This design comes from an exercise in tuning for small area, a short achievable clock period and few clock cycles on the open sky130 flow, not from production work.
Only the layout flow was run in this run; the RTL was not checked for function there.
No activity file was given, so power comes from the tool's default toggle rates.

===== flow/flow/run.sh =====
#!/bin/bash
# The standard flow's own layout (standard.sh) with two changes: the repair steps aim for a
# 6 ns setup margin instead of 5, and the port buffers are buf_2 cells.
set -euo pipefail
s=$(cat standard.sh)
s=${s//SETUP_SLACK_MARGIN=5/SETUP_SLACK_MARGIN=6}
s=${s//'"${@:-finish}"'/'"BUFFER_PORTS_ARGS=-buffer_cell sky130_fd_sc_hd__buf_2" "${@:-finish}"'}
printf '%s\n' "$s" > own_standard.sh
bash own_standard.sh > layout.log 2>&1

===== flow/design.v =====
package isa_pkg;
	localparam int PC_WIDTH       = 8;
	localparam int DATA_WIDTH     = 32;
	localparam int REG_ADDR_WIDTH = 5;
	localparam int SHAMT_WIDTH    = 5;
	localparam int IMM_WIDTH      = 16;
	localparam int INDEX_WIDTH    = 26;
	typedef logic [REG_ADDR_WIDTH-1:0] reg_addr_t;
	localparam reg_addr_t LINK_REG = 5'd31;
	typedef enum logic [3:0] {
		ALU_ADD, ALU_SUB, ALU_AND, ALU_OR, ALU_XOR, ALU_NOR,
		ALU_SLT, ALU_SLTU, ALU_SLL, ALU_SRL, ALU_SRA, ALU_LUI,
		ALU_FADD, ALU_FSUB, ALU_FMUL
	} alu_op_e;
	typedef enum logic {OP1_REG_S, OP1_REG_T} op1_src_e;
	typedef enum logic [1:0] {OP2_REG_T, OP2_SHAMT, OP2_IMM_SIGN, OP2_IMM_ZERO} op2_src_e;
	typedef enum logic [1:0] {DEST_RD, DEST_RT, DEST_LINK} dest_src_e;
	typedef enum logic [1:0] {BR_BEQ, BR_BNE, BR_JUMP, BR_NONE} branch_e;
	typedef struct packed {
		logic                                reg_write;
		logic [1:0]                          mem_to_reg;
		logic                                mem_write;
		logic                                mem_read;
		logic                                uart_to_reg;
		branch_e                    branch;
		logic [INDEX_WIDTH-1:0]     inst_index;
		logic [PC_WIDTH-1:0]        pc1;
	} pass_ctrl_t;
	typedef struct packed {
		pass_ctrl_t                          pass;
		logic                                is_fp;
		op1_src_e                   op1_src;
		op2_src_e                   op2_src;
		dest_src_e                  dest_src;
		alu_op_e                    alu_op;
		logic [DATA_WIDTH-1:0]      rs_val;
		logic [DATA_WIDTH-1:0]      rt_val;
		reg_addr_t                  rt;
		reg_addr_t                  rd;
		logic [SHAMT_WIDTH-1:0]     shamt;
		logic [IMM_WIDTH-1:0]       imm16;
		logic [PC_WIDTH-1:0]        pc;
	} issue_t;
	typedef struct packed {
		pass_ctrl_t                          pass;
		logic                                is_fp;
		logic [DATA_WIDTH-1:0]      result;
		logic [DATA_WIDTH-1:0]      store_data;
		reg_addr_t                  dest;
		logic [PC_WIDTH-1:0]        branch_target;
	} exec_result_t;
endpackage
module operand_select (
	input  isa_pkg::issue_t                   instr,
	output logic [isa_pkg::DATA_WIDTH-1:0]     op1,
	output logic [isa_pkg::DATA_WIDTH-1:0]     op2,
	output isa_pkg::reg_addr_t                 dest,
	output logic [8:0]                         exp_diff,  
	output logic                               z1,        
	output logic                               z2         
);
	always_comb begin
		unique case (instr.op1_src)
			isa_pkg::OP1_REG_T: op1 = instr.rt_val;
			default:            op1 = instr.rs_val;
		endcase
	end
	always_comb begin
		unique case (instr.op2_src)
			isa_pkg::OP2_SHAMT:
				op2 = {{(isa_pkg::DATA_WIDTH - isa_pkg::SHAMT_WIDTH){1'b0}}, instr.shamt};
			isa_pkg::OP2_IMM_SIGN:
				op2 = {{(isa_pkg::DATA_WIDTH - isa_pkg::IMM_WIDTH){instr.imm16[isa_pkg::IMM_WIDTH-1]}},
					instr.imm16};
			isa_pkg::OP2_IMM_ZERO:
				op2 = {{(isa_pkg::DATA_WIDTH - isa_pkg::IMM_WIDTH){1'b0}}, instr.imm16};
			default:
				op2 = instr.rt_val;
		endcase
	end
	always_comb begin
		unique case (instr.dest_src)
			isa_pkg::DEST_RT:   dest = instr.rt;
			isa_pkg::DEST_LINK: dest = isa_pkg::LINK_REG;
			default:            dest = instr.rd;
		endcase
	end
	assign exp_diff = {1'b0, op1[30:23]} - {1'b0, op2[30:23]};
	assign z1       = (op1[30:23] == 8'd0);
	assign z2       = (op2[30:23] == 8'd0);
endmodule
module alu (
	input  logic [10:0]                        ctl,
	input  logic [isa_pkg::DATA_WIDTH-1:0]     a,
	input  logic [isa_pkg::DATA_WIDTH-1:0]     b,
	output logic [isa_pkg::DATA_WIDTH-1:0]     y
);
	logic        do_sub, s_sum, s_and, s_or, s_xor, s_nor, s_slt, s_sltu, s_sh, left, arith;
	logic        cout;
	logic [31:0] sum;
	logic        lt_signed;
	logic        lt_unsigned;
	logic [31:0] sh_in;
	logic [32:0] sh_wide;
	logic [31:0] sh_out;
	logic [31:0] sh_res;
	assign {do_sub, s_sum, s_and, s_or, s_xor, s_nor, s_slt, s_sltu, s_sh, left, arith} = ctl;
	assign {cout, sum} = {1'b0, a} + {1'b0, b ^ {32{do_sub}}} + {32'd0, do_sub};
	assign lt_unsigned = ~cout;
	assign lt_signed   = (a[31] ^ b[31]) ? a[31] : sum[31];
	function automatic logic [31:0] rev32(input logic [31:0] x);
		for (int i = 0; i < 32; i++) rev32[i] = x[31-i];
	endfunction
	assign sh_in   = left ? rev32(a) : a;
	assign sh_wide = $signed({arith & a[31], sh_in}) >>> b[4:0];
	assign sh_out  = sh_wide[31:0];
	assign sh_res  = left ? rev32(sh_out) : sh_out;
	always_comb begin
		if (s_sum | s_and | s_or | s_xor | s_nor | s_slt | s_sltu | s_sh)
			y = ({32{s_sum}} & sum) | ({32{s_and}} & (a & b)) | ({32{s_or}} & (a | b)) |
			    ({32{s_xor}} & (a ^ b)) | ({32{s_nor}} & ~(a | b)) |
			    {31'd0, (s_slt & lt_signed) | (s_sltu & lt_unsigned)} | ({32{s_sh}} & sh_res);
		else
			y = {b[15:0], 16'd0};
	end
endmodule
module alu_decode (
	input  isa_pkg::alu_op_e                   op,
	output logic [10:0]                        ctl
);
	logic do_sub, s_sum, s_and, s_or, s_xor, s_nor, s_slt, s_sltu, s_sh, left, arith;
	assign do_sub = (op == isa_pkg::ALU_SUB) | (op == isa_pkg::ALU_SLT) | (op == isa_pkg::ALU_SLTU);
	assign s_sum  = (op == isa_pkg::ALU_ADD) | (op == isa_pkg::ALU_SUB);
	assign s_and  = (op == isa_pkg::ALU_AND);
	assign s_or   = (op == isa_pkg::ALU_OR);
	assign s_xor  = (op == isa_pkg::ALU_XOR);
	assign s_nor  = (op == isa_pkg::ALU_NOR);
	assign s_slt  = (op == isa_pkg::ALU_SLT);
	assign s_sltu = (op == isa_pkg::ALU_SLTU);
	assign s_sh   = (op == isa_pkg::ALU_SLL) | (op == isa_pkg::ALU_SRL) | (op == isa_pkg::ALU_SRA);
	assign left   = (op == isa_pkg::ALU_SLL);
	assign arith  = (op == isa_pkg::ALU_SRA);
	assign ctl    = {do_sub, s_sum, s_and, s_or, s_xor, s_nor, s_slt, s_sltu, s_sh, left, arith};
endmodule
module fpu (
	input  logic        CLK,
	input  logic [31:0] a,
	input  logic [31:0] b,
	input  logic        is_sub,
	input  logic [8:0]  dab,       
	input  logic        za,        
	input  logic        zb,        
	input  logic [7:0]  b_next,    
	input  logic [2:0]  mul_it,    
	output logic [31:0] add_y,     
	output logic [31:0] mul_y      
);
	logic [23:0] r1_d;
	logic        ge_d, near_d, fsub_d, sign_d, zero_d;
	logic [7:0]  be_d;
	logic [23:0] r1;
	logic        r1_ge, r1_near, r1_sub, r1_sign, r1_zero;
	logic [7:0]  r1_be;
	fadd_s1 fadd_s1_inst (
		.a      (a),
		.b      (b),
		.is_sub (is_sub),
		.dab    (dab),
		.za     (za),
		.zb     (zb),
		.q      (r1_d),
		.ge     (ge_d),
		.near   (near_d),
		.fsub   (fsub_d),
		.sign   (sign_d),
		.zero   (zero_d),
		.be     (be_d)
	);
	always_ff @(posedge CLK) begin
		r1      <= r1_d;
		r1_ge   <= ge_d;
		r1_near <= near_d;
		r1_sub  <= fsub_d;
		r1_sign <= sign_d;
		r1_zero <= zero_d;
		r1_be   <= be_d;
	end
	fadd_s2 fadd_s2_inst (
		.fa   (a[22:0]),
		.fb   (b[22:0]),
		.q    (r1),
		.ge   (r1_ge),
		.near (r1_near),
		.fsub (r1_sub),
		.sign (r1_sign),
		.zero (r1_zero),
		.be   (r1_be),
		.y    (add_y)
	);
	function automatic logic [12:0] booth8(input logic [7:0] c);
		logic [8:0] x;
		x = {c, 1'b0};
		for (int i = 0; i < 4; i++) begin
			booth8[3*i]     = x[2*i+1] ^ x[2*i];
			booth8[3*i + 1] = (x[2*i+2] & ~x[2*i+1] & ~x[2*i]) | (~x[2*i+2] & x[2*i+1] & x[2*i]);
			booth8[3*i + 2] = x[2*i+2];
		end
		booth8[12] = c[7];
	endfunction
	logic [12:0] dig;
	always_ff @(posedge CLK) begin
		if (mul_it[0])      dig <= booth8(b[15:8]);
		else if (mul_it[1]) dig <= booth8({1'b1, b[22:16]});
		else                dig <= booth8(b_next);
	end
	logic [24:0] ms, mc;
	logic [7:0]  ls, lc;
	logic [32:0] acc_s, acc_c;
	fmul_step fmul_step_inst (
		.ma    ({1'b1, a[22:0]}),
		.dig   (dig),
		.s_in  (mul_it[0] ? 25'd0 : ms),
		.c_in  (mul_it[0] ? 25'd0 : mc),
		.last  (mul_it[2]),
		.acc_s (acc_s),
		.acc_c (acc_c)
	);
	always_ff @(posedge CLK) begin
		ms <= acc_s[32:8];
		mc <= acc_c[32:8];
		ls <= acc_s[7:0];
		lc <= acc_c[7:0];
	end
	logic [8:0] lo_sum;
	logic       cy;
	assign lo_sum = {1'b0, ls} + {1'b0, lc} + {8'd0, cy & mul_it[2]};
	always_ff @(posedge CLK) begin
		cy <= lo_sum[8];
	end
	logic [9:0] e0, e1;
	logic [7:0] me0, me1;
	logic       mz0, mz1;
	assign e0 = {2'b00, a[30:23]} + {2'b00, b[30:23]} - 10'd127;
	assign e1 = {2'b00, a[30:23]} + {2'b00, b[30:23]} - 10'd126;
	always_ff @(posedge CLK) begin
		me0 <= e0[7:0];
		me1 <= e1[7:0];
		mz0 <= (a[30:23] == 8'd0) | (b[30:23] == 8'd0) | e0[9] | (e0 == 10'd0);
		mz1 <= (a[30:23] == 8'd0) | (b[30:23] == 8'd0) | e1[9] | (e1 == 10'd0);
	end
	fmul_pack fmul_pack_inst (
		.s    ({ms, ls}),
		.c    ({mc, lc}),
		.cy   (cy),
		.sign (a[31] ^ b[31]),
		.me0  (me0),
		.me1  (me1),
		.mz0  (mz0),
		.mz1  (mz1),
		.y    (mul_y)
	);
endmodule
module fadd_s1 (
	input  logic [31:0] a,
	input  logic [31:0] b,
	input  logic        is_sub,
	input  logic [8:0]  dab,
	input  logic        za,
	input  logic        zb,
	output logic [23:0] q,
	output logic        ge,        
	output logic        near,
	output logic        fsub,      
	output logic        sign,
	output logic        zero,      
	output logic [7:0]  be         
);
	logic        sa, sbe, eff_sub;
	logic [23:0] ma, mb;
	logic        neg_d, d0;
	logic [7:0]  dx;
	logic [23:0] sm, sh1, shifted;
	logic [23:0] ma1, mb1;
	logic [24:0] x1, x2;
	logic        sel_x1;
	assign sa      = a[31];
	assign sbe     = b[31] ^ is_sub;
	assign eff_sub = sa ^ sbe;
	assign ma      = {~za, a[22:0] & {23{~za}}};
	assign mb      = {~zb, b[22:0] & {23{~zb}}};
	assign neg_d   = dab[8];
	assign ge      = ~neg_d;
	assign dx      = dab[7:0] ^ {8{neg_d}};
	assign d0      = dab[0];
	assign near    = eff_sub & ((dab[8:1] == 8'd0) | (dab == 9'h1ff));
	assign fsub    = eff_sub & ~near;
	assign sm      = ge ? mb : ma;
	assign sh1     = sm >> dx[4:0];
	assign shifted = (dx[7:5] != 3'd0) ? 24'd0 : (neg_d ? {1'b0, sh1[23:1]} : sh1);
	assign ma1     = d0 ? {1'b0, ma[23:1]} : ma;
	assign mb1     = d0 ? {1'b0, mb[23:1]} : mb;
	assign x1      = {1'b0, ma} - {1'b0, mb1};
	assign x2      = {1'b0, mb} - {1'b0, ma1};
	assign sel_x1  = ge & (d0 | ~x1[24]);
	assign q       = ({24{near & sel_x1}} & x1[23:0]) | ({24{near & ~sel_x1}} & x2[23:0]) |
	                 ({24{~near}} & (shifted ^ {24{fsub}}));
	assign sign    = (near ? sel_x1 : ge) ? sa : sbe;
	assign zero    = za & zb;
	assign be      = ge ? a[30:23] : b[30:23];
endmodule
module fadd_s2 (
	input  logic [22:0] fa,
	input  logic [22:0] fb,
	input  logic [23:0] q,
	input  logic        ge,
	input  logic        near,
	input  logic        fsub,
	input  logic        sign,
	input  logic        zero,
	input  logic [7:0]  be,
	output logic [31:0] y
);
	function automatic logic [4:0] lzc24(input logic [23:0] v);
		logic [31:0] x;
		logic        z16, z8, z4, z2;
		logic [15:0] h16;
		logic [7:0]  h8;
		logic [3:0]  h4;
		logic [1:0]  h2;
		x      = {v, 1'b1, 7'd0};
		z16    = (x[31:16] == 16'd0);
		h16    = z16 ? x[15:0] : x[31:16];
		z8     = (h16[15:8] == 8'd0);
		h8     = z8 ? h16[7:0] : h16[15:8];
		z4     = (h8[7:4] == 4'd0);
		h4     = z4 ? h8[3:0] : h8[7:4];
		z2     = (h4[3:2] == 2'd0);
		h2     = z2 ? h4[1:0] : h4[3:2];
		lzc24  = {z16, z8, z4, z2, ~h2[1]};
	endfunction
	logic [24:0] far_sum;
	logic [22:0] f_frac;
	logic [7:0]  f_exp;
	logic [4:0]  lz;
	logic [23:0] n_m;
	logic [7:0]  n_exp;
	logic [23:0] low_mask;
	logic        n_zero;
	assign far_sum = {2'b01, (ge ? fa : fb)} + {fsub, q} + {24'd0, fsub};
	always_comb begin
		if (far_sum[24]) begin
			f_frac = far_sum[23:1];
			f_exp  = be + 8'd1;
		end else if (far_sum[23]) begin
			f_frac = far_sum[22:0];
			f_exp  = be;
		end else begin
			f_frac = {far_sum[21:0], 1'b0};
			f_exp  = be - 8'd1;
		end
	end
	assign lz       = lzc24(q);
	assign n_m      = q << lz;
	assign n_exp    = be - {3'd0, lz};
	assign low_mask = (be > 8'd24) ? 24'd0 : (24'hffffff >> be);
	assign n_zero   = ((q & ~low_mask) == 24'd0);
	assign y = (zero || (near && n_zero)) ? 32'd0 :
	           near ? {sign, n_exp, n_m[22:0]} : {sign, f_exp, f_frac};
endmodule
module fmul_step (
	input  logic [23:0] ma,
	input  logic [12:0] dig,
	input  logic [24:0] s_in,
	input  logic [24:0] c_in,
	input  logic        last,
	output logic [32:0] acc_s,
	output logic [32:0] acc_c
);
	localparam logic [32:0] MUL_NBIAS = 33'd5726623232;
	logic [3:0][32:0] rw;
	logic [32:0]      rx, kr, t_in, t_cn;
	logic [32:0]      t_s1, t_c1, t_s2, t_c2, t_s3, t_c3, t_s4, t_c4, t_s5, t_c5;
	logic [24:0]      bm;
	logic [6:0]       negs;
	always_comb begin
		negs = '0;
		for (int i = 0; i < 4; i++) begin
			bm = ({25{dig[3*i]}} & {1'b0, ma}) | ({25{dig[3*i+1]}} & {ma, 1'b0});
			rw[i] = {7'd0, ~dig[3*i+2], bm ^ {25{dig[3*i+2]}}} << (2 * i);
			negs[2*i] = dig[3*i+2];
		end
	end
	assign rx   = {1'b0, {24{dig[12]}} & ma, 1'b0, negs};
	assign kr   = {33{last}} & MUL_NBIAS;
	assign t_in = {8'd0, s_in};
	assign t_cn = {8'd0, c_in};
	assign t_s1 = rw[0] ^ rw[1] ^ rw[2];
	assign t_c1 = {rw[0][31:0] & rw[1][31:0] | rw[0][31:0] & rw[2][31:0] | rw[1][31:0] & rw[2][31:0], 1'b0};
	assign t_s2 = rw[3] ^ rx ^ kr;
	assign t_c2 = {rw[3][31:0] & rx[31:0] | rw[3][31:0] & kr[31:0] | rx[31:0] & kr[31:0], 1'b0};
	assign t_s3 = t_s1 ^ t_c1 ^ t_s2;
	assign t_c3 = {t_s1[31:0] & t_c1[31:0] | t_s1[31:0] & t_s2[31:0] | t_c1[31:0] & t_s2[31:0], 1'b0};
	assign t_s4 = t_c2 ^ t_in ^ t_cn;
	assign t_c4 = {t_c2[31:0] & t_in[31:0] | t_c2[31:0] & t_cn[31:0] | t_in[31:0] & t_cn[31:0], 1'b0};
	assign t_s5 = t_s3 ^ t_c3 ^ t_s4;
	assign t_c5 = {t_s3[31:0] & t_c3[31:0] | t_s3[31:0] & t_s4[31:0] | t_c3[31:0] & t_s4[31:0], 1'b0};
	assign acc_s = t_s5 ^ t_c5 ^ t_c4;
	assign acc_c = {t_s5[31:0] & t_c5[31:0] | t_s5[31:0] & t_c4[31:0] | t_c5[31:0] & t_c4[31:0], 1'b0};
endmodule
module fmul_pack (
	input  logic [32:0] s,
	input  logic [32:0] c,
	input  logic        cy,
	input  logic        sign,
	input  logic [7:0]  me0,       
	input  logic [7:0]  me1,       
	input  logic        mz0,       
	input  logic        mz1,       
	output logic [31:0] y
);
	logic [32:0] q;
	logic [23:0] hi;
	logic        p23;
	assign q   = s + c + {32'd0, cy};
	assign hi  = q[31:8];
	assign p23 = q[7];
	assign y   = (hi[23] ? mz1 : mz0) ? 32'd0 :
	             hi[23] ? {sign, me1, hi[22:0]} : {sign, me0, hi[21:0], p23};
endmodule
module execution (
	input  logic                     CLK,
	input  logic                     reset,
	input  logic [154:0]             issue,
	input  logic                     issue_req,
	output logic                     issue_ack,
	output logic [119:0]             result,
	output logic                     result_valid
);
	isa_pkg::issue_t                  issue_in;
	assign issue_in = issue;
	logic [31:0]        a_in;
	logic [31:0]        b_in;
	isa_pkg::reg_addr_t dest_in;
	logic [8:0]         diff_in;
	logic               za_in;
	logic               zb_in;
	operand_select operand_select_inst (
		.instr    (issue_in),
		.op1      (a_in),
		.op2      (b_in),
		.dest     (dest_in),
		.exp_diff (diff_in),
		.z1       (za_in),
		.z2       (zb_in)
	);
	logic       ack_r;
	logic       valid_r;
	logic       v_int1;      
	logic       v_int2;      
	logic       v_add1;      
	logic       v_add2;      
	logic [3:0] v_mul;       
	logic       busy;
	logic       accept;
	logic       in_fp;
	logic       in_mul;
	assign busy   = v_int1 | v_add1 | (|v_mul[2:0]);
	assign accept = issue_req & ~ack_r & ~busy;
	assign in_fp  = issue_in.is_fp;
	assign in_mul = issue_in.alu_op[1];
	always_ff @(posedge CLK) begin
		if (reset) begin
			ack_r   <= 1'b0;
			valid_r <= 1'b0;
			v_int1  <= 1'b0;
			v_int2  <= 1'b0;
			v_add1  <= 1'b0;
			v_add2  <= 1'b0;
			v_mul   <= '0;
		end else begin
			ack_r   <= issue_req & (ack_r | ~busy);
			v_int1  <= accept & ~in_fp;
			v_int2  <= v_int1;
			v_add1  <= accept & in_fp & ~in_mul;
			v_add2  <= v_add1;
			v_mul   <= {v_mul[2:0], accept & in_fp & in_mul};
			valid_r <= v_int2 | v_add2 | v_mul[3];
		end
	end
	assign issue_ack    = ack_r;
	assign result_valid = valid_r;
	isa_pkg::pass_ctrl_t cap_pass;
	logic                cap_fp;
	logic [3:0]          cap_op;
	logic [31:0]         cap_a;
	logic [31:0]         cap_b;
	logic [31:0]         cap_rt;
	isa_pkg::reg_addr_t  cap_dest;
	logic [7:0]          cap_imm8;
	always_ff @(posedge CLK) begin
		if (!busy) begin
			cap_pass <= issue_in.pass;
			cap_fp   <= issue_in.is_fp;
			cap_op   <= issue_in.alu_op;
			cap_a    <= a_in;
			cap_b    <= b_in;
			cap_rt   <= issue_in.rt_val;
			cap_dest <= dest_in;
			cap_imm8 <= issue_in.imm16[7:0];
		end
	end
	logic [10:0] ctl_in;
	logic [10:0] cap_ctl;
	alu_decode alu_decode_inst (
		.op  (issue_in.alu_op),
		.ctl (ctl_in)
	);
	always_ff @(posedge CLK) begin
		cap_ctl <= ctl_in;
	end
	logic [8:0] cap_diff;
	logic       cap_za;
	logic       cap_zb;
	always_ff @(posedge CLK) begin
		cap_diff <= diff_in;
		cap_za   <= za_in;
		cap_zb   <= zb_in;
	end
	logic [31:0] alu_y;
	logic [31:0] add_y;
	logic [31:0] mul_y;
	alu alu_inst (
		.ctl (cap_ctl),
		.a   (cap_a),
		.b   (cap_b),
		.y   (alu_y)
	);
	logic [31:0] alu_r;
	always_ff @(posedge CLK) begin
		alu_r <= alu_y;
	end
	fpu fpu_inst (
		.CLK      (CLK),
		.a        (cap_a),
		.b        (cap_b),
		.is_sub   (cap_op[0]),
		.dab      (cap_diff),
		.za       (cap_za),
		.zb       (cap_zb),
		.b_next   (b_in[7:0]),
		.mul_it   (v_mul[2:0]),
		.add_y    (add_y),
		.mul_y    (mul_y)
	);
	isa_pkg::exec_result_t result_r;
	always_ff @(posedge CLK) begin
		result_r.pass          <= cap_pass;
		result_r.is_fp         <= cap_fp;
		result_r.result        <= ({32{v_int2}} & alu_r) | ({32{v_add2}} & add_y) |
		                          ({32{v_mul[3]}} & mul_y);
		result_r.store_data    <= cap_rt;
		result_r.dest          <= cap_dest;
		result_r.branch_target <= cap_pass.pc1 + cap_imm8;
	end
	assign result = result_r;
endmodule

===== flow/standard.sh =====
#!/bin/bash
# synth_recipe.tcl (not shown) runs the flow's synth.tcl, then flattens the netlist and writes it again
# the make line also repeats each setting of config.mk as NAME=value (left out here)
make -C /OpenROAD-flow-scripts/flow DESIGN_CONFIG=/design/flow/config.mk WORK_HOME=/design/flow/orfs CLKGATE_MAP_FILE= SYNTH_SCRIPT=/design/flow/synth_recipe.tcl "${@:-finish}"

===== flow/config.mk =====
export PLATFORM = sky130hd
export DESIGN_NAME = execution
export DESIGN_NICKNAME = execution
export VERILOG_FILES = /design/flow/design.v
export SDC_FILE = /design/flow/constraint.sdc
export NUM_CORES = 4
export LEC_CHECK = 0
export ABC_CLOCK_PERIOD_IN_PS = 3000
export CAP_MARGIN = 20
export CORE_MARGIN = 2
export CORE_UTILIZATION = 55
export SETUP_SLACK_MARGIN = 5
export SLEW_MARGIN = 20
export SYNTH_HIERARCHICAL = 1
export SYNTH_MINIMUM_KEEP_SIZE = 0

===== flow/constraint.sdc =====
create_clock -name core_clock -period 10.0 [get_ports {CLK}]
set_input_delay 2.0000 -clock core_clock [delete_from_list [all_inputs] [get_ports {CLK}]]
set_output_delay 2.0000 -clock core_clock [all_outputs]
set_load 0.01 [all_outputs]

==> results.sh <==
export IMPL_vias=38017
export IMPL_rsz0062_at_grt="yes"
export IMPL_core_area_um2=74320
export IMPL_dp_slack_ps=4223
export IMPL_clk_pin_slew_ps=70
export IMPL_synth_seq_cells=471
export IMPL_clkSinkCount=471
export IMPL_status="no timing/DRC/antenna violations"
export IMPL_drive_gt1_share_pct=21.78
export IMPL_start_kind="flop"
export IMPL_critical_path_class="reg2reg"
export IMPL_routedWlPerCell_um=26.58
export IMPL_ys_seq_area_share_pct=26.58
export IMPL_cp_endpoint="result_r[71]$_DFF_P_"
export IMPL_tightest_slew_ps=1101
export IMPL_tritoncts="built"
export IMPL_post_dp_hpwl_mm=106.9
export IMPL_route_antenna_remaining_nets=0
export IMPL_reg2reg_slack_ps=5630
export IMPL_synthArstFlopShare_pct=0
export IMPL_syn_inst=4577
export IMPL_dieArea_um2=77190
export IMPL_grt_max_degree=85
export IMPL_syn_avg_cell_area_um2=9.010
export IMPL_yosysTopAreaCell="dfxtp_1"
export IMPL_cp_arrival_ps=4840
export IMPL_synth_edf_count=153
export IMPL_clockBufferDepth=3
export IMPL_cp_max_fo=13
export IMPL_required_ps=10470
export IMPL_hp_class="reg2reg"
export IMPL_routed_via_density=6.508
export IMPL_final_core_util_pct=64.88
export IMPL_netlist_area_leader_share_pct=15.44
export IMPL_grt_use_total_pct=38.64
export IMPL_rows=100
export IMPL_hold_violations=0
export IMPL_nets=5411
export IMPL_wl_mm=155.3
export IMPL_setup_viol=0
export IMPL_dr_first_iter_drc_count=4559
export IMPL_p_per_area_nw_per_um2=292.4
export IMPL_holdBufCountCts=0
export IMPL_syn_to_final_growth_pct=16.93
export IMPL_setup_slack_ps=5632
export IMPL_gp_congestion=1.009
export IMPL_final_common_cell="inv_1"
export IMPL_firstDrtPassIters=6
export IMPL_fin_crit_ps=4368
export IMPL_end_kind="flop"
export IMPL_ys_flop_type="dfxtp_1"
export IMPL_numCtsBuffers=53
export IMPL_fmax_mhz=229.0
export IMPL_tns_ps=0
export IMPL_final_cell_mix="350 x inv_1, 308 x nand2_1, 290 x dfxtp_1, 279 x nor2_1, 277 x ha_1"
export IMPL_die_width_um=277.8
export IMPL_drv_slew=0
export IMPL_antenna_found_initial=13
export IMPL_insertion_delay_ps=630
export IMPL_io_pins=280
export IMPL_r2r_end="result_r[71]$_DFF_P_"
export IMPL_rr_worst_depth=19
export IMPL_start_util_pct=55.49
export IMPL_ys_warn_count=12
export IMPL_min_period_over_period_pct=43.68
export IMPL_grt_first_pass_wirelength_mm=226.6
export IMPL_cts_root_buf="clkbuf_16"
export IMPL_fin_skew_ps=36.45
export IMPL_synth_area_um2=41240
export IMPL_r2r_start="cap_a[0]$_DFFE_PN_"
export IMPL_maxCapViolCount=0
export IMPL_peakVddDrop_mv=0.2154
export IMPL_drc=0
export IMPL_p_leak_nw=20.79
export IMPL_cp_startpoint="cap_a[0]$_DFFE_PN_"
export IMPL_slew_headroom_pct=26.53
export IMPL_die_h_um=277.8
export IMPL_netlist_top_cells_area="dfxtp_1 15%, edfxtp_1 11%, ha_1 8.8%"
export IMPL_hold_depth=0
export IMPL_yosysUniqueCellTypes=133
export IMPL_port_buffers=271
export IMPL_h_tree_depth=2
export IMPL_grt_pass1_vias=35750
export IMPL_grt_overflow=0
==> what timing repair did <==
action / in CTS / in global routing
cloned: 12 / 5
pin swaps: 70 / 84
setup buffers: 77 / 45
setup endpoints to repair: 63 / 62
gates resized for setup: 228 / 195
==> kinds of logic after synthesis <==
| kind of cell | Yosys count | synth area share [%] |
|---|---|---|
| XOR/XNOR | 278 | 5.940 |
| multiplexers | 314 | 9.569 |
| other | 2 | 0.01821 |
| AND/OR/NAND/NOR | 1172 | 14.09 |
| AO/OA/AOI/OAI | 1244 | 21.25 |
| adder cells (fa/ha/maj) | 428 | 15.49 |
| buffers and inverters | 668 | 7.072 |
| flip-flops | 471 | 26.58 |
==> cell usage after synthesis, drive strengths merged (81+ instances only) <==
cell type and number:
a21oi 261, nor2b 121, nor2 301, fa 138, ha 289, o21ai 207
nand3 85, inv 360, a21o 81, xnor2 181, buf 131, a22oi 141
mux2 118, dfxtp 318, edfxtp 153, xor2 97, a211oi 81, nand2 315
mux2i 147, clkbuf 170
==> through the flow <==
stage / cell area, um^2 / instances / power [mW] / hold slack (ps)
detailed placement: 42980 / 5601 / 10.70 / 326.9
global placement: 42980 / 5601 / 10.60 / 323.4
floorplan: 41310 / 4578 / 8.381 / 323.3
CTS: 46770 / 5786 / 13.47 / 335.4
finish: 48220 / 5842 / 14.10 / 335.3
global route: 48210 / 5838 / 15.01 / 340.5
==> power breakdown <==
group | total (mW) | switching, mW | internal, mW
logic | 9.13 | 5.39 | 3.73
clock network | 2.07 | 0.844 | 1.22
registers | 2.91 | 0.450 | 2.46
==> per-module statistics from Yosys (local to each module, per instance) <==
module          cells  flip-flops and latches  times used
alu               939                       0           1
alu_decode         29                       0           1
execution         471                     337           1
fadd_s1           928                       0           1
fadd_s2           726                       0           1
fmul_pack         281                       0           1
fmul_step         625                       0           1
fpu               390                     134           1
operand_select    188                       0           1
==> sequential cells by signal, summed over array words and instances, names as in the netlist, 25 cells and up <==
name and count:
cap_pass 42, cap_a 32, fpu_inst.ms 25, cap_b 32, fpu_inst.mc 25, alu_r 32
cap_rt 32, result_r 120
==> worst max-delay path, cell delays in order, from the launching register on <==
cell	delay (ps)
edfxtp_1	440
buf_12	180
mux2_4	260
fa_2	370
inv_2	70
fa_2	220
nor2b_2	50
o31a_1	270
o21ai_2	180
a21oi_2	90
a2111o_1	390
a21oi_4	200
buf_4	170
xnor2_4	100
clkbuf_16	210
buf_4	160
nand4_1	90
a31oi_1	100
a222oi_1	580
inv_1	70
==> worst min-delay path by stage <==
stage	startpoint	to	slack, ps
CTS	cap_rt[15]$_DFFE_PN_	result_r[28]$_DFF_P_	340
global route	cap_rt[20]$_DFFE_PN_	result_r[33]$_DFF_P_	340
detailed placement	cap_rt[5]$_DFFE_PN_	result_r[18]$_DFF_P_	330
floorplan	cap_pass[22]$_DFFE_PN_	result_r[100]$_DFF_P_	320
global placement	cap_dest[4]$_DFFE_PN_	result_r[12]$_DFF_P_	320
finish	cap_rt[15]$_DFFE_PN_	result_r[28]$_DFF_P_	340
==> layer usage <==
metal | vias up | routed length (um) | global-route usage, %
li1 | 17101 | - | -
met1 | 18216 | 60560 | 50.89
met2 | 2135 | 68400 | 59.62
met3 | 559 | 15960 | 7.774
met4 | 6 | 10250 | 21.09
met5 | - | 117 | 0
==> final cells by class <==
cell class,instances,area (um^2)
clock buffers,68,1464
repair buffers,490,3770
multi-input cells,3443,28940
fillers,6256,26100
well taps,969,1212
inverters,367,1415
diodes,6,15.01
flip-flops and latches,471,11020
clock inverters,28,380.4

separate check: timing with driven ports:
No port has a modelled driver above. Below, the same layout with a new extraction and two added sets of constraints. Step 1: set_driving_cell puts a clkbuf_16 on CLK and a buf_2 on each other input, an assumption about the parent block. Step 2 times the ports against the registers' clock, not the clock port: input delays grow and output delays shrink by t, the midpoint of the rising clock arrivals with the driver on. a / b / c = ideal ports / drivers / drivers and shift; a / b = the first two.
shift t [ns]: 0.683
slack for setup (ns): 5.632 / 5.632 / 5.588
worst slew at a driven data input, ns: 0.14
After both steps setup and hold are still met in this run. The setup slack of this run moves by 0.000 ns with the drivers and by -0.044 ns with both steps.
